From an optimization exercise on the open Yosys and OpenROAD flow, aimed at small area, a short achievable clock period and few clock cycles per item; shortcuts taken in it are not production practice.
Function was not checked in any run shown here: the RTL went through the layout flow alone.

==> flow/design.v (outline; a module is shown in full before it is edited, if it fits) <==
// module calibrated_field_angle: 1252 lines
module calibrated_field_angle (
	input  wire        clk,
	input  wire        arst_n,
	input  wire        sample_valid,
	output wire        sample_ready,
	input  wire [15:0] sample_field_x,
	input  wire [15:0] sample_field_y,
	input  wire        sample_read_failed,
	output wire        result_valid,
	input  wire        result_ready,
	output wire [15:0] result_angle,
	output wire        result_failed,
	input  wire        cfg_valid,
	output wire        cfg_ready,
	input  wire [2:0]  cfg_index,
	input  wire [15:0] cfg_data
);
  // ...
==> flow/run.sh <==
#!/bin/bash
# synth_recipe.tcl (not shown) runs the flow's synth.tcl, then flattens the netlist and writes it again
# the make line also repeats each setting of config.mk as NAME=value (left out here)
make -C /OpenROAD-flow-scripts/flow DESIGN_CONFIG=/design/flow/config.mk WORK_HOME=/design/flow/orfs CLKGATE_MAP_FILE= SYNTH_SCRIPT=/design/flow/synth_recipe.tcl finish
==> flow/config.mk <==
export PLATFORM = sky130hd
export DESIGN_NAME = calibrated_field_angle
export DESIGN_NICKNAME = calibrated_field_angle
export VERILOG_FILES = /design/flow/design.v
export SDC_FILE = /design/flow/constraint.sdc
export NUM_CORES = 4
export LEC_CHECK = 0
export CAP_MARGIN = 20
export CORE_MARGIN = 2
export CORE_UTILIZATION = 40
export SLEW_MARGIN = 20
==> flow/constraint.sdc <==
create_clock -name core_clock -period 10.0 [get_ports {clk}]
set_input_delay 2.0000 -clock core_clock [delete_from_list [all_inputs] [get_ports {clk}]]
set_output_delay 2.0000 -clock core_clock [all_outputs]
set_load 0.01 [all_outputs]
==> results.rst, run 1 <==
.. list-table::
   :header-rows: 1

   * - Metric
     - Value
   * - Result of the run
     - finished clean
   * - Setup tns final
     - 0 ps
   * - Maximum capacitance violations
     - 0
   * - Async S/R FF share, synth
     - 0.0932
   * - Final hold violation count
     - 0
   * - Top-level I/O count
     - 77
   * - Worst Setup Slack, final
     - 4940 ps
   * - Count of routing violations after the opening detailed-route iteration
     - 5,173
   * - Critical path launch point
     - dec_s14[7]$_DFFE_PN_
   * - Critical path buffer and inverter count
     - 4
   * - Number of sinks on the clock net
     - 1,513
   * - Hold Path Depth
     - 0
   * - Fraction of final layout cells sized beyond drive strength 1
     - 0.0475
   * - Synthesized-area fraction occupied by ao, oa, aoi and oai cells
     - 0.151
   * - Global-route met3 utilization
     - 0.0207
   * - Number of warnings printed during yosys synthesis
     - 1
   * - Cell area after synthesis
     - 0.107 mm2
   * - Clock tree from TritonCTS
     - done
   * - Largest delay share family, worst path
     - adder cells
   * - WHS
     - 377 ps
   * - Crit path capture type
     - flip-flop
   * - Floorplan die height
     - 522 um
   * - Number of buffers outside the clock class in the layout
     - 170
   * - Clock-pin slew on the worst setup and hold paths
     - 60 ps
   * - Seq Cell Count
     - 1,513
   * - Multiplexer area fraction after synthesis
     - 0.0102
   * - Most frequent cell after synthesis
     - sky130_fd_sc_hd__edfxtp_1
==> inputs of run 2 (changes only) <==
--- a/flow/design.v
+++ b/flow/design.v
@@ -46,39 +46,39 @@
 		if (!arst_n) begin
 			x_scale3_q <= 18'd12288;
 			y_scale3_q <= 18'd12288;
 		end else begin
 			x_scale3_q <= {2'b00, x_scale_q} + {1'b0, x_scale_q, 1'b0};
 			y_scale3_q <= {2'b00, y_scale_q} + {1'b0, y_scale_q, 1'b0};
 		end
 	end
-	assign sample_ready = adv;
+	assign sample_ready = rdy_q;
 	reg         va, f_a;
 	reg  [15:0] fx_a, fy_a;
 	always @(posedge clk or negedge arst_n)
 		if (!arst_n) va <= 1'b0;
-		else if (adv) va <= sample_valid;
+		else if (adv_0) va <= sample_valid;
 	always @(posedge clk)
-		if (adv) begin
+		if (adv_0) begin
 			fx_a <= sample_field_x;
 			fy_a <= sample_field_y;
 			f_a  <= sample_read_failed;
 		end
 	wire [16:0] dxp = {fx_a[15], fx_a} - {x_offset_q[15], x_offset_q};
 	wire [16:0] dxn = {x_offset_q[15], x_offset_q} - {fx_a[15], fx_a};
 	wire [16:0] dyp = {fy_a[15], fy_a} - {y_offset_q[15], y_offset_q};
 	wire [16:0] dyn = {y_offset_q[15], y_offset_q} - {fy_a[15], fy_a};
 	reg         vb, f_b, sx_b, sy_b;
 	reg  [15:0] ax_b, ay_b;
 	always @(posedge clk or negedge arst_n)
 		if (!arst_n) vb <= 1'b0;
-		else if (adv) vb <= va;
+		else if (adv_0) vb <= va;
 	always @(posedge clk)
-		if (adv) begin
+		if (adv_0) begin
 			ax_b <= dxp[16] ? dxn[15:0] : dxp[15:0];
 			ay_b <= dyp[16] ? dyn[15:0] : dyp[15:0];
 			sx_b <= dxp[16];
 			sy_b <= dyp[16];
 			f_b  <= f_a;
 		end
 	wire        xz = (ax_b == 16'd0) || (x_scale_q == 16'd0);
 	wire        yz = (ay_b == 16'd0) || (y_scale_q == 16'd0);
@@ -497,36 +497,36 @@
 	wire my_s381 = my_s363 ^ my_c362 ^ my_c374;
 	wire my_c382 = (my_s363 & my_c362) | (my_s363 & my_c374) | (my_c362 & my_c374);
 	wire my_s383 = my_s339 ^ my_c338 ^ my_c376;
 	wire my_c384 = (my_s339 & my_c338) | (my_s339 & my_c376) | (my_c338 & my_c376);
 	reg         vm, f_m, npx_m, npy_m, bz_m, z_m;
 	reg  [31:0] as_m, ac_m, bs_m, bc_m;
 	always @(posedge clk or negedge arst_n)
 		if (!arst_n) vm <= 1'b0;
-		else if (adv) vm <= vb;
+		else if (adv_0) vm <= vb;
 	always @(posedge clk)
-		if (adv) begin
+		if (adv_0) begin
 			as_m  <= {rx7[17], mx_c156, mx_s155, mx_c178, mx_s177, mx_c188, mx_s187, mx_c186, mx_s185, mx_c192, mx_s191, mx_c190, mx_s189, mx_s181, mx_c166, mx_c164, mx_c180, mx_s179, mx_c160, mx_s159, mx_c158, mx_s157, mx_c124, mx_s123, mx_c74, mx_s73, mx_c2, mx_s1, rx0[3], rx0[2], rx0[1], rx0[0]};
 			ac_m  <= {1'b0, rx7[16], 1'b0, mx_s121, 1'b0, mx_s153, 1'b0, mx_s175, 1'b0, mx_s173, 1'b0, mx_s183, 1'b0, 1'b0, mx_s167, mx_s165, mx_s163, 1'b0, mx_s161, 1'b0, mx_s127, 1'b0, mx_s125, 1'b0, mx_s75, 1'b0, mx_s3, 1'b0, rx1[1], rx1[0], 1'b0, 1'b0};
 			bs_m  <= {ry7[17], my_c348, my_s347, my_c370, my_s369, my_c380, my_s379, my_c378, my_s377, my_c384, my_s383, my_c382, my_s381, my_s373, my_c358, my_c356, my_c372, my_s371, my_c352, my_s351, my_c350, my_s349, my_c316, my_s315, my_c266, my_s265, my_c194, my_s193, ry0[3], ry0[2], ry0[1], ry0[0]};
 			bc_m  <= {1'b0, ry7[16], 1'b0, my_s313, 1'b0, my_s345, 1'b0, my_s367, 1'b0, my_s365, 1'b0, my_s375, 1'b0, 1'b0, my_s359, my_s357, my_s355, 1'b0, my_s353, 1'b0, my_s319, 1'b0, my_s317, 1'b0, my_s267, 1'b0, my_s195, 1'b0, ry1[1], ry1[0], 1'b0, 1'b0};
 			npx_m <= sx_b && !xz;
 			npy_m <= sy_b && !yz;
 			bz_m  <= yz;
 			z_m   <= xz && yz;
 			f_m   <= f_b;
 		end
 	reg         v_m2, f_m2, npx_m2, npy_m2, bz_m2, z_m2;
 	reg  [31:0] a_m2, b_m2;
 	always @(posedge clk or negedge arst_n)
 		if (!arst_n) v_m2 <= 1'b0;
-		else if (adv) v_m2 <= vm;
+		else if (adv_1) v_m2 <= vm;
 	always @(posedge clk)
-		if (adv) begin
+		if (adv_1) begin
 			a_m2   <= as_m + ac_m;
 			b_m2   <= bs_m + bc_m;
 			npx_m2 <= npx_m;
 			npy_m2 <= npy_m;
 			bz_m2  <= bz_m;
 			z_m2   <= z_m;
 			f_m2   <= f_m;
 		end
@@ -536,19 +536,19 @@
 	wire [32:0] x1_c = {1'b0, a_m2} + {1'b0, b_m2};
 	wire [32:0] y1_c = {1'b0, ym} - {1'b0, ys};
 	reg         v_c, f_c, z_c;
 	reg  [1:0]  dec_c;
 	reg  [32:0] x_c;
 	reg  [32:0] y_c;
 	always @(posedge clk or negedge arst_n)
 		if (!arst_n) v_c <= 1'b0;
-		else if (adv) v_c <= v_m2;
+		else if (adv_1) v_c <= v_m2;
 	always @(posedge clk)
-		if (adv) begin
+		if (adv_1) begin
 			dec_c <= {d0, npx_m2};
 			x_c   <= x1_c;
 			y_c   <= y1_c;
 			z_c   <= z_m2;
 			f_c   <= f_m2;
 		end
 	wire d1 = !y_c[32];
 	wire signed [35:0] xe1 = $signed({3'd0, x_c});
@@ -560,19 +560,19 @@
 	wire [36:0] xt1 = {xe1, 1'b1} + {ysh1 ^ {36{!d1}}, !d1};
 	wire [32:0] x2 = xt1[33:1];
 	reg v_s0, f_s0, z_s0;
 	reg [2:0] dec_s0;
 	reg [32:0] x_s0;
 	reg [32:0] y_s0;
 	always @(posedge clk or negedge arst_n)
 		if (!arst_n) v_s0 <= 1'b0;
-		else if (adv) v_s0 <= v_c;
+		else if (adv_1) v_s0 <= v_c;
 	always @(posedge clk)
-		if (adv) begin
+		if (adv_1) begin
 			dec_s0 <= {d1, dec_c};
 			f_s0 <= f_c;
 			z_s0 <= z_c;
 			x_s0 <= x2;
 			y_s0 <= y2;
 		end
 	wire d2 = !y_s0[32];
 	wire signed [35:0] xe2 = $signed({3'd0, x_s0});
@@ -584,19 +584,19 @@
 	wire [36:0] xt2 = {xe2, 1'b1} + {ysh2 ^ {36{!d2}}, !d2};
 	wire [33:0] x3 = xt2[34:1];
 	reg v_s1, f_s1, z_s1;
 	reg [3:0] dec_s1;
 	reg [33:0] x_s1;
 	reg [32:0] y_s1;
 	always @(posedge clk or negedge arst_n)
 		if (!arst_n) v_s1 <= 1'b0;
-		else if (adv) v_s1 <= v_s0;
+		else if (adv_2) v_s1 <= v_s0;
 	always @(posedge clk)
-		if (adv) begin
+		if (adv_2) begin
 			dec_s1 <= {d2, dec_s0};
 			f_s1 <= f_s0;
 			z_s1 <= z_s0;
 			x_s1 <= x3;
 			y_s1 <= y3;
 		end
 	wire d3 = !y_s1[32];
 	wire signed [35:0] xe3 = $signed({2'd0, x_s1});
@@ -608,19 +608,19 @@
 	wire [36:0] xt3 = {xe3, 1'b1} + {ysh3 ^ {36{!d3}}, !d3};
 	wire [33:0] x4 = xt3[34:1];
 	reg v_s2, f_s2, z_s2;
 	reg [4:0] dec_s2;
 	reg [33:0] x_s2;
 	reg [31:0] y_s2;
 	always @(posedge clk or negedge arst_n)
 		if (!arst_n) v_s2 <= 1'b0;
-		else if (adv) v_s2 <= v_s1;
+		else if (adv_2) v_s2 <= v_s1;
 	always @(posedge clk)
-		if (adv) begin
+		if (adv_2) begin
 			dec_s2 <= {d3, dec_s1};
 			f_s2 <= f_s1;
 			z_s2 <= z_s1;
 			x_s2 <= x4;
 			y_s2 <= y4;
 		end
 	wire d4 = !y_s2[31];
 	wire signed [35:0] xe4 = $signed({2'd0, x_s2});
@@ -632,19 +632,19 @@
 	wire [36:0] xt4 = {xe4, 1'b1} + {ysh4 ^ {36{!d4}}, !d4};
 	wire [33:0] x5 = xt4[34:1];
 	reg v_s3, f_s3, z_s3;
 	reg [5:0] dec_s3;
 	reg [33:0] x_s3;
 	reg [30:0] y_s3;
 	always @(posedge clk or negedge arst_n)
 		if (!arst_n) v_s3 <= 1'b0;
-		else if (adv) v_s3 <= v_s2;
+		else if (adv_3) v_s3 <= v_s2;
 	always @(posedge clk)
-		if (adv) begin
+		if (adv_3) begin
 			dec_s3 <= {d4, dec_s2};
 			f_s3 <= f_s2;
 			z_s3 <= z_s2;
 			x_s3 <= x5;
 			y_s3 <= y5;
 		end
 	wire d5 = !y_s3[30];
 	wire signed [35:0] xe5 = $signed({2'd0, x_s3});
@@ -656,19 +656,19 @@
 	wire [36:0] xt5 = {xe5, 1'b1} + {ysh5 ^ {36{!d5}}, !d5};
 	wire [33:0] x6 = xt5[34:1];
 	reg v_s4, f_s4, z_s4;
 	reg [6:0] dec_s4;
 	reg [33:0] x_s4;
 	reg [29:0] y_s4;
 	always @(posedge clk or negedge arst_n)
 		if (!arst_n) v_s4 <= 1'b0;
-		else if (adv) v_s4 <= v_s3;
+		else if (adv_3) v_s4 <= v_s3;
 	always @(posedge clk)
-		if (adv) begin
+		if (adv_3) begin
 			dec_s4 <= {d5, dec_s3};
 			f_s4 <= f_s3;
 			z_s4 <= z_s3;
 			x_s4 <= x6;
 			y_s4 <= y6;
 		end
 	wire d6 = !y_s4[29];
 	wire signed [35:0] xe6 = $signed({2'd0, x_s4});
@@ -680,19 +680,19 @@
 	wire [36:0] xt6 = {xe6, 1'b1} + {ysh6 ^ {36{!d6}}, !d6};
 	wire [33:0] x7 = xt6[34:1];
 	reg v_s5, f_s5, z_s5;
 	reg [7:0] dec_s5;
 	reg [33:0] x_s5;
 	reg [28:0] y_s5;
 	always @(posedge clk or negedge arst_n)
 		if (!arst_n) v_s5 <= 1'b0;
-		else if (adv) v_s5 <= v_s4;
+		else if (adv_3) v_s5 <= v_s4;
 	always @(posedge clk)
-		if (adv) begin
+		if (adv_3) begin
 			dec_s5 <= {d6, dec_s4};
 			f_s5 <= f_s4;
 			z_s5 <= z_s4;
 			x_s5 <= x7;
 			y_s5 <= y7;
 		end
 	wire d7 = !y_s5[28];
 	wire signed [35:0] xe7 = $signed({2'd0, x_s5});
@@ -704,19 +704,19 @@
 	wire [36:0] xt7 = {xe7, 1'b1} + {ysh7 ^ {36{!d7}}, !d7};
 	wire [33:0] x8 = xt7[34:1];
 	reg v_s6, f_s6, z_s6;
 	reg [8:0] dec_s6;
 	reg [33:0] x_s6;
 	reg [27:0] y_s6;
 	always @(posedge clk or negedge arst_n)
 		if (!arst_n) v_s6 <= 1'b0;
-		else if (adv) v_s6 <= v_s5;
+		else if (adv_4) v_s6 <= v_s5;
 	always @(posedge clk)
-		if (adv) begin
+		if (adv_4) begin
 			dec_s6 <= {d7, dec_s5};
 			f_s6 <= f_s5;
 			z_s6 <= z_s5;
 			x_s6 <= x8;
 			y_s6 <= y8;
 		end
 	wire d8 = !y_s6[27];
 	wire signed [35:0] xe8 = $signed({2'd0, x_s6});
@@ -728,19 +728,19 @@
 	wire [36:0] xt8 = {xe8, 1'b1} + {ysh8 ^ {36{!d8}}, !d8};
 	wire [33:0] x9 = xt8[34:1];
 	reg v_s7, f_s7, z_s7;
 	reg [9:0] dec_s7;
 	reg [33:0] x_s7;
 	reg [26:0] y_s7;
 	always @(posedge clk or negedge arst_n)
 		if (!arst_n) v_s7 <= 1'b0;
-		else if (adv) v_s7 <= v_s6;
+		else if (adv_4) v_s7 <= v_s6;
 	always @(posedge clk)
-		if (adv) begin
+		if (adv_4) begin
 			dec_s7 <= {d8, dec_s6};
 			f_s7 <= f_s6;
 			z_s7 <= z_s6;
 			x_s7 <= x9;
 			y_s7 <= y9;
 		end
 	wire d9 = !y_s7[26];
 	wire signed [35:0] xe9 = $signed({2'd0, x_s7});
@@ -752,19 +752,19 @@
 	wire [36:0] xt9 = {xe9, 1'b1} + {ysh9 ^ {36{!d9}}, !d9};
 	wire [33:0] x10 = xt9[34:1];
 	reg v_s8, f_s8, z_s8;
 	reg [10:0] dec_s8;
 	reg [33:0] x_s8;
 	reg [25:0] y_s8;
 	always @(posedge clk or negedge arst_n)
 		if (!arst_n) v_s8 <= 1'b0;
-		else if (adv) v_s8 <= v_s7;
+		else if (adv_4) v_s8 <= v_s7;
 	always @(posedge clk)
-		if (adv) begin
+		if (adv_4) begin
 			dec_s8 <= {d9, dec_s7};
 			f_s8 <= f_s7;
 			z_s8 <= z_s7;
 			x_s8 <= x10;
 			y_s8 <= y10;
 		end
 	wire d10 = !y_s8[25];
 	wire signed [35:0] xe10 = $signed({2'd0, x_s8});
@@ -776,19 +776,19 @@
 	wire [36:0] xt10 = {xe10, 1'b1} + {ysh10 ^ {36{!d10}}, !d10};
 	wire [33:0] x11 = xt10[34:1];
 	reg v_s9, f_s9, z_s9;
 	reg [11:0] dec_s9;
 	reg [33:0] x_s9;
 	reg [24:0] y_s9;
 	always @(posedge clk or negedge arst_n)
 		if (!arst_n) v_s9 <= 1'b0;
-		else if (adv) v_s9 <= v_s8;
+		else if (adv_5) v_s9 <= v_s8;
 	always @(posedge clk)
-		if (adv) begin
+		if (adv_5) begin
 			dec_s9 <= {d10, dec_s8};
 			f_s9 <= f_s8;
 			z_s9 <= z_s8;
 			x_s9 <= x11;
 			y_s9 <= y11;
 		end
 	wire d11 = !y_s9[24];
 	wire signed [35:0] xe11 = $signed({2'd0, x_s9});
@@ -800,19 +800,19 @@
 	wire [36:0] xt11 = {xe11, 1'b1} + {ysh11 ^ {36{!d11}}, !d11};
 	wire [33:0] x12 = xt11[34:1];
 	reg v_s10, f_s10, z_s10;
 	reg [12:0] dec_s10;
 	reg [33:0] x_s10;
 	reg [23:0] y_s10;
 	always @(posedge clk or negedge arst_n)
 		if (!arst_n) v_s10 <= 1'b0;
-		else if (adv) v_s10 <= v_s9;
+		else if (adv_5) v_s10 <= v_s9;
 	always @(posedge clk)
-		if (adv) begin
+		if (adv_5) begin
 			dec_s10 <= {d11, dec_s9};
 			f_s10 <= f_s9;
 			z_s10 <= z_s9;
 			x_s10 <= x12;
 			y_s10 <= y12;
 		end
 	wire d12 = !y_s10[23];
 	wire signed [35:0] xe12 = $signed({2'd0, x_s10});
@@ -824,19 +824,19 @@
 	wire [36:0] xt12 = {xe12, 1'b1} + {ysh12 ^ {36{!d12}}, !d12};
 	wire [33:0] x13 = xt12[34:1];
 	reg v_s11, f_s11, z_s11;
 	reg [13:0] dec_s11;
 	reg [33:0] x_s11;
 	reg [22:0] y_s11;
 	always @(posedge clk or negedge arst_n)
 		if (!arst_n) v_s11 <= 1'b0;
-		else if (adv) v_s11 <= v_s10;
+		else if (adv_6) v_s11 <= v_s10;
 	always @(posedge clk)
-		if (adv) begin
+		if (adv_6) begin
 			dec_s11 <= {d12, dec_s10};
 			f_s11 <= f_s10;
 			z_s11 <= z_s10;
 			x_s11 <= x13;
 			y_s11 <= y13;
 		end
 	wire d13 = !y_s11[22];
 	wire signed [35:0] xe13 = $signed({2'd0, x_s11});
@@ -848,19 +848,19 @@
 	wire [36:0] xt13 = {xe13, 1'b1} + {ysh13 ^ {36{!d13}}, !d13};
 	wire [33:0] x14 = xt13[34:1];
 	reg v_s12, f_s12, z_s12;
 	reg [14:0] dec_s12;
 	reg [33:0] x_s12;
 	reg [21:0] y_s12;
 	always @(posedge clk or negedge arst_n)
 		if (!arst_n) v_s12 <= 1'b0;
-		else if (adv) v_s12 <= v_s11;
+		else if (adv_6) v_s12 <= v_s11;
 	always @(posedge clk)
-		if (adv) begin
+		if (adv_6) begin
 			dec_s12 <= {d13, dec_s11};
 			f_s12 <= f_s11;
 			z_s12 <= z_s11;
 			x_s12 <= x14;
 			y_s12 <= y14;
 		end
 	wire d14 = !y_s12[21];
 	wire signed [35:0] xe14 = $signed({2'd0, x_s12});
@@ -870,33 +870,33 @@
 	wire [36:0] yt14 = {ye14, 1'b1} + {xs14 ^ {36{d14}}, d14};
 	wire [20:0] y15 = yt14[21:1];
 	reg v_s13, f_s13, z_s13;
 	reg [15:0] dec_s13;
 	reg [33:0] x_s13;
 	reg [20:0] y_s13;
 	always @(posedge clk or negedge arst_n)
 		if (!arst_n) v_s13 <= 1'b0;
-		else if (adv) v_s13 <= v_s12;
+		else if (adv_6) v_s13 <= v_s12;
 	always @(posedge clk)
-		if (adv) begin
+		if (adv_6) begin
 			dec_s13 <= {d14, dec_s12};
 			f_s13 <= f_s12;
 			z_s13 <= z_s12;
 			x_s13 <= x_s12;
 			y_s13 <= y15;
 		end
 	wire d15 = !y_s13[20];
 	reg v_s14, f_s14, z_s14;
 	reg [16:0] dec_s14;
 	always @(posedge clk or negedge arst_n)
 		if (!arst_n) v_s14 <= 1'b0;
-		else if (adv) v_s14 <= v_s13;
+		else if (adv_7) v_s14 <= v_s13;
 	always @(posedge clk)
-		if (adv) begin
+		if (adv_7) begin
 			dec_s14 <= {d15, dec_s13};
 			f_s14 <= f_s13;
 			z_s14 <= z_s13;
 		end
 	wire t_s385 = dec_s14[15] ^ dec_s14[14] ^ dec_s14[10];
 	wire t_c386 = (dec_s14[15] & dec_s14[14]) | (dec_s14[15] & dec_s14[10]) | (dec_s14[14] & dec_s14[10]);
 	wire t_s387 = dec_s14[9] ^ dec_s14[8] ^ dec_s14[6];
 	wire t_c388 = (dec_s14[9] & dec_s14[8]) | (dec_s14[9] & dec_s14[6]) | (dec_s14[8] & dec_s14[6]);
@@ -1191,19 +1191,19 @@
 	wire t_s677 = t_s603 ^ t_c602 ^ t_c674;
 	wire t_c678 = (t_s603 & t_c602) | (t_s603 & t_c674) | (t_c602 & t_c674);
 	wire t_s679 = t_s605 ^ t_c604 ^ t_c678;
 	wire t_c680 = (t_s605 & t_c604) | (t_s605 & t_c678) | (t_c604 & t_c678);
 	reg         v_t1, f_t1, z_t1;
 	reg  [31:0] ts_t1, tc_t1;
 	always @(posedge clk or negedge arst_n)
 		if (!arst_n) v_t1 <= 1'b0;
-		else if (adv) v_t1 <= v_s14;
+		else if (adv_7) v_t1 <= v_s14;
 	always @(posedge clk)
-		if (adv) begin
+		if (adv_7) begin
 			ts_t1 <= {1'b1, t_c658, t_s657, t_s643, t_s609, t_c608, t_c642, t_c680, t_s679, t_s677, t_s673, t_s667, t_s655, t_c638, t_c654, t_c666, t_s665, t_c664, t_s663, t_c672, t_s671, t_s661, t_c676, t_s675, t_s669, t_s659, t_s645, t_c612, t_s611, t_s559, t_s487, 1'b1};
 			tc_t1 <= {dec_s14[0], dec_s14[1], 1'b0, 1'b0, 1'b0, t_s557, t_s607, t_s641, 1'b0, 1'b0, 1'b0, 1'b0, 1'b0, t_s639, t_s637, t_s653, 1'b0, t_s651, 1'b0, t_s649, 1'b0, 1'b0, t_s647, 1'b0, 1'b0, 1'b0, 1'b0, t_s613, t_c560, 1'b0, 1'b0, 1'b0};
 			f_t1  <= f_s14;
 			z_t1  <= z_s14;
 		end
 	wire [31:0] acc_t = ts_t1 + tc_t1;
 	reg         vp, fp;
 	reg  [15:0] theta_p;
@@ -1216,17 +1216,62 @@
 			theta_p <= z_t1 ? 16'd0 : acc_t[31:16];
 		end
 	wire [15:0] diff  = theta_p - zero_angle_q;
 	wire [15:0] ndiff = zero_angle_q - theta_p;
 	wire [15:0] ang   = fp ? 16'd0 : (reverse_dir_q ? ndiff : diff);
 	reg         out_v_q, skid_v_q;
 	reg  [15:0] out_ang_q, skid_ang_q;
 	reg         out_fail_q, skid_fail_q;
+	wire        skid_set = out_v_q && !result_ready && vp;
+	reg         rdy_q;
+	always @(posedge clk or negedge arst_n)
+		if (!arst_n) rdy_q <= 1'b1;
+		else rdy_q <= rdy_q ? !skid_set : result_ready;
 	assign adv = !skid_v_q;
+	reg         skid0_q;
+	always @(posedge clk or negedge arst_n)
+		if (!arst_n) skid0_q <= 1'b0;
+		else skid0_q <= skid0_q ? !result_ready : skid_set;
+	wire        adv_0 = !skid0_q;
+	reg         skid1_q;
+	always @(posedge clk or negedge arst_n)
+		if (!arst_n) skid1_q <= 1'b0;
+		else skid1_q <= skid1_q ? !result_ready : skid_set;
+	wire        adv_1 = !skid1_q;
+	reg         skid2_q;
+	always @(posedge clk or negedge arst_n)
+		if (!arst_n) skid2_q <= 1'b0;
+		else skid2_q <= skid2_q ? !result_ready : skid_set;
+	wire        adv_2 = !skid2_q;
+	reg         skid3_q;
+	always @(posedge clk or negedge arst_n)
+		if (!arst_n) skid3_q <= 1'b0;
+		else skid3_q <= skid3_q ? !result_ready : skid_set;
+	wire        adv_3 = !skid3_q;
+	reg         skid4_q;
+	always @(posedge clk or negedge arst_n)
+		if (!arst_n) skid4_q <= 1'b0;
+		else skid4_q <= skid4_q ? !result_ready : skid_set;
+	wire        adv_4 = !skid4_q;
+	reg         skid5_q;
+	always @(posedge clk or negedge arst_n)
+		if (!arst_n) skid5_q <= 1'b0;
+		else skid5_q <= skid5_q ? !result_ready : skid_set;
+	wire        adv_5 = !skid5_q;
+	reg         skid6_q;
+	always @(posedge clk or negedge arst_n)
+		if (!arst_n) skid6_q <= 1'b0;
+		else skid6_q <= skid6_q ? !result_ready : skid_set;
+	wire        adv_6 = !skid6_q;
+	reg         skid7_q;
+	always @(posedge clk or negedge arst_n)
+		if (!arst_n) skid7_q <= 1'b0;
+		else skid7_q <= skid7_q ? !result_ready : skid_set;
+	wire        adv_7 = !skid7_q;
 	always @(posedge clk or negedge arst_n) begin
 		if (!arst_n) begin
 			out_v_q  <= 1'b0;
 			skid_v_q <= 1'b0;
 		end else if (skid_v_q) begin
 			if (result_ready) skid_v_q <= 1'b0;
 		end else if (!out_v_q || result_ready) begin
 			out_v_q <= vp;
==> flow/flow/run.sh (new file) <==
#!/bin/bash
set -uo pipefail
bash standard.sh SETUP_SLACK_MARGIN=6.3 finish > standard_flow.log 2>&1
rc=$?
tail -5 standard_flow.log
exit $rc
==> flow/standard.sh (new file) <==
#!/bin/bash
# synth_recipe.tcl (not shown) runs the flow's synth.tcl, then flattens the netlist and writes it again
# the make line also repeats each setting of config.mk as NAME=value (left out here)
make -C /OpenROAD-flow-scripts/flow DESIGN_CONFIG=/design/flow/config.mk WORK_HOME=/design/flow/orfs CLKGATE_MAP_FILE= SYNTH_SCRIPT=/design/flow/synth_recipe.tcl "${@:-finish}"
removed: flow/run.sh
==> run 2 against run 1 <==
Cell area up 8.8%. Register-to-register slack better by 690 ps. Highest routed layer unchanged. Still clean on timing, DRC and antenna. Clock skew rose by 9.6 ps. Area after synthesis up 1.3%.
==> results.rst, run 2 <==
.. list-table::
   :header-rows: 1

   * - Metric
     - Value
   * - Final number of max-transition violations
     - 0
   * - Commonest cells after routing, fill and taps aside
     - 1,372 x sky130_fd_sc_hd__edfxtp_1, 922 x sky130_fd_sc_hd__xnor2_1, 847 x sky130_fd_sc_hd__ha_1
   * - Critical path buffer and inverter count
     - 3 (-1)
   * - Cell accounting for the most synthesized area
     - sky130_fd_sc_hd__edfxtp_1
   * - Die footprint
     - 0.276 mm2
   * - Syn Area/Cell
     - 10.6 um2
   * - 1st-pass router iterations
     - 6
   * - RSZ-0062 raised after global routing
     - yes
   * - Startpoint of the tightest hold check path
     - dec_s10[8]$_DFFE_PN_
   * - Total gr overflow
     - 0
   * - Top-level I/O count
     - 77 (unchanged)
   * - Fraction of final layout cells sized beyond drive strength 1
     - 0.151 (+0.104)
   * - Slew of the pin with the lowest slew margin
     - 1130 ps
   * - ANT nets after route
     - 0
   * - Post-Synthesis Cells
     - 10,300
   * - Average wire per cell in the routed design
     - 21.5 um
   * - FF-to-FF path depth
     - 11
   * - Cell count after placement
     - 13,600
   * - Syn nets
     - 11,500
   * - Commonest non-fill, non-tap cell in the layout
     - sky130_fd_sc_hd__edfxtp_1
   * - Placer's final routability congestion estimate
     - 0.894
   * - Setup clock skew after layout
     - 105 ps
   * - Synth cell count leaders
     - 1,372 x sky130_fd_sc_hd__edfxtp_1, 959 x sky130_fd_sc_hd__xnor2_1, 877 x sky130_fd_sc_hd__ha_1, 730 x sky130_fd_sc_hd__nand2_1
   * - Row count
     - 191
   * - Async S/R FF share, synth
     - 0.0986 (+0.00536)
   * - Worst hold path class
     - flip-flop to flip-flop
   * - Critical path launch point
     - dec_s14[11]$_DFFE_PN_
   * - Average vias per placed instance
     - 5.50
   * - Clock buffer count from CTS
     - 175
   * - Setup CP Type
     - flip-flop to flip-flop
   * - Clock period minus worst slack
     - 4380 ps
   * - R2R setup slack
     - 5620 ps
   * - Result of the run
     - finished clean
   * - Core Box Area
     - 0.271 mm2
   * - Register area share after synthesis
     - 0.413
   * - End point of the most critical hold path
     - dec_s11[8]$_DFFE_PN_
   * - Maximum achievable frequency
     - 228 MHz
   * - Starting Density
     - 0.402
   * - Most frequent cell after synthesis
     - sky130_fd_sc_hd__edfxtp_1
   * - Number of warnings printed during yosys synthesis
     - 1 (unchanged)
   * - Clock-pin slew on the worst setup and hold paths
     - 60 ps (about the same)
   * - Root cell of the clock tree
     - sky130_fd_sc_hd__clkbuf_16
   * - Remaining max-slew budget at the tightest pin
     - 0.244
   * - Portion of synthesized cell area occupied by the leading cell type
     - 0.379
   * - Cell area after synthesis
     - 0.109 mm2 (+1.3%)
   * - Number of sinks on the clock net
     - 1,522 (+0.59%)
   * - Number of buffers between clock root and the deepest sink
     - 3
   * - Ranking of synthesized cells by area
     - sky130_fd_sc_hd__edfxtp_1 38%, sky130_fd_sc_hd__ha_1 10%, sky130_fd_sc_hd__xnor2_1 7.7%
   * - CP Max Fanout
     - 2
   * - Critical register-to-register path endpoint
     - ts_t1[8]$_DFFE_PN_
   * - Setup violators final
     - 0
   * - Startpoint of the lowest-slack register-to-register path
     - dec_s14[11]$_DFFE_PN_
   * - Crit path capture type
     - flip-flop
   * - Startpoint Class
     - flip-flop
   * - Leading register cell type out of synthesis
     - sky130_fd_sc_hd__edfxtp_1
   * - Number of enable-type register cells in the synthesized netlist
     - 1,372
   * - Number of global-route vias before repair
     - 78,700
   * - Synthesis-stage register bit count
     - 1,522
   * - Clock tree from TritonCTS
     - done
   * - Overall track demand over capacity in global routing
     - 0.216
   * - Part of the cycle the worst path needs
     - 0.438
   * - Total non-filler cell area in the finished layout
     - 0.128 mm2
   * - Total wire length
     - 311,000 um
   * - Placed cell area
     - 0.114 mm2
   * - Number of antenna violations at the first check in global routing
     - 6
   * - Final hold violation count
     - 0 (unchanged)
   * - Hpwl dp
     - 222,000 um
   * - WHS
     - 361 ps (-16.1 ps)
   * - Hold Path Depth
     - 0 (unchanged)
   * - CTS H-tree lvls
     - 4
   * - Final net count
     - 12,000
   * - Layout overhead on the synthesized area
     - 17.8%
   * - Worst-path cell chain
     - buf_6 > fa_1 > inv_2 > fa_1 > inv_1 > fa_1 > fa_1 > fa_2 > fa_2 > fa_2 > fa_2
   * - Slowest cell on crit path
     - sky130_fd_sc_hd__fa_1
   * - Global-route wire length before repair
     - 466,000 um
   * - DR vias
     - 79,700
   * - Number of port buffers
     - 75
   * - Critical path required time
     - 10,550 ps
   * - Final non-filler cell total
     - 14,500
   * - Count of routing violations after the opening detailed-route iteration
     - 5,876 (+14%)
   * - Synth cell types
     - 97
   * - Slowest stage delay, CP
     - 550 ps
   * - # DRC
     - 0
   * - Largest delay share family, worst path
     - adder cells
   * - Setup tns final
     - 0 ps (unchanged)
   * - Maximum capacitance violations
     - 0 (unchanged)
   * - Largest net degree at the start of global routing
     - 161
   * - Floorplan die height
     - 525 um (+0.64%)
   * - Latest clock arrival within the worst-skew pair
     - 900 ps
   * - Data arrival, critical path
     - 4930 ps
   * - Width of the die
     - 525 um
==> run 2: layer usage <==
metal | vias to the layer above | track usage | routed length (um)
met3 | 502 | 0.0263 | 14400
met1 | 39200 | 0.277 | 133000
li1 | 37900 | - | -
met5 | - | 0 | 0
met4 | 0 | 0.0679 | 10300
met2 | 2078 | 0.377 | 154000
==> run 2: per-stage QoR <==
stage	utilization	setup slack, ps
CTS	0.459	5610
finish	0.474	5620
global route	0.474	5490
global placement	0.420	5020
detailed placement	0.420	5010
floorplan	-	5450
==> run 2: final cells by class <==
type,count,area [um2]
Antenna cell,3,7.51
Clock buffer,207,4510
Clock inverter,119,1390
Fill cell,24600,142000
Inverter,669,2630
Multi-Input combinational cell,7737,63200
Sequential cell,1522,45000
Tap cell,3570,4470
Timing Repair Buffer,668,6930
==> run 2: cells by family after synthesis <==
family,share of synthesized area
AOI/OAI and AO/OA,0.156
xor gates and xnor gates,0.123
adders and majority gates,0.161
buffers and inverters,0.0359
DFF,0.413
muxes,0.0121
other,0.0000345
and+or+nand+nor,0.0989
==> run 2: how the worst max path moves through the flow <==
stage / to / slack, ps / depth (start not counted)
after floorplan: ts_t1[23]$_DFFE_PN_ / 5450 / 13
after global placement: bs_m[19]$_DFFE_PN_ / 5020 / 13
after detailed placement: bs_m[19]$_DFFE_PN_ / 5010 / 13
after CTS: ts_t1[8]$_DFFE_PN_ / 5610 / 11
after global routing: ts_t1[8]$_DFFE_PN_ / 5490 / 11
final: ts_t1[8]$_DFFE_PN_ / 5620 / 11
==> run 2: worst register-to-register path, stage by stage (launching register included) <==
cell                       delay [ps]
sky130_fd_sc_hd__edfxtp_1         410
sky130_fd_sc_hd__buf_6            150
sky130_fd_sc_hd__fa_1             560
sky130_fd_sc_hd__inv_2             40
sky130_fd_sc_hd__fa_1             500
sky130_fd_sc_hd__inv_1             50
sky130_fd_sc_hd__fa_1             500
sky130_fd_sc_hd__fa_1             440
sky130_fd_sc_hd__fa_2             360
sky130_fd_sc_hd__fa_2             350
sky130_fd_sc_hd__fa_2             360
sky130_fd_sc_hd__fa_2             400
==> run 2: timing repair <==
item,4_1_cts,5_1_grt
hold buffers,0,0
setup endpoints to repair,440,298
resized for setup,484,477
gates cloned,31,18
setup buffers,262,206
pin swaps,175,337

what the ideal ports hide:
The results above use ideal ports. As a check the final layouts listed here were re-extracted and re-timed, cells and wires unchanged. Step 1: set_driving_cell puts a clkbuf_16 on clk and a buf_2 on each other input, an assumption about the parent block. Step 2 times the ports against the registers' clock, not the clock port: input delays grow and output delays shrink by t, the midpoint of the rising clock arrivals with the driver on. Slacks: ideal ports / drivers / drivers and shift; pairs: ideal ports / drivers.
run | t (ns) | setup slack, ns | hold slack, ns | clock arrival spread, ns
run 1 | 0.919 | 4.935 / 4.935 / 4.935 | 0.377 / 0.377 / 0.377 | 0.114 / 0.114
run 2 | 0.945 | 5.621 / 5.621 / 5.621 | 0.361 / 0.361 / 0.361 | 0.106 / 0.106
After both steps every run listed still meets setup and hold.
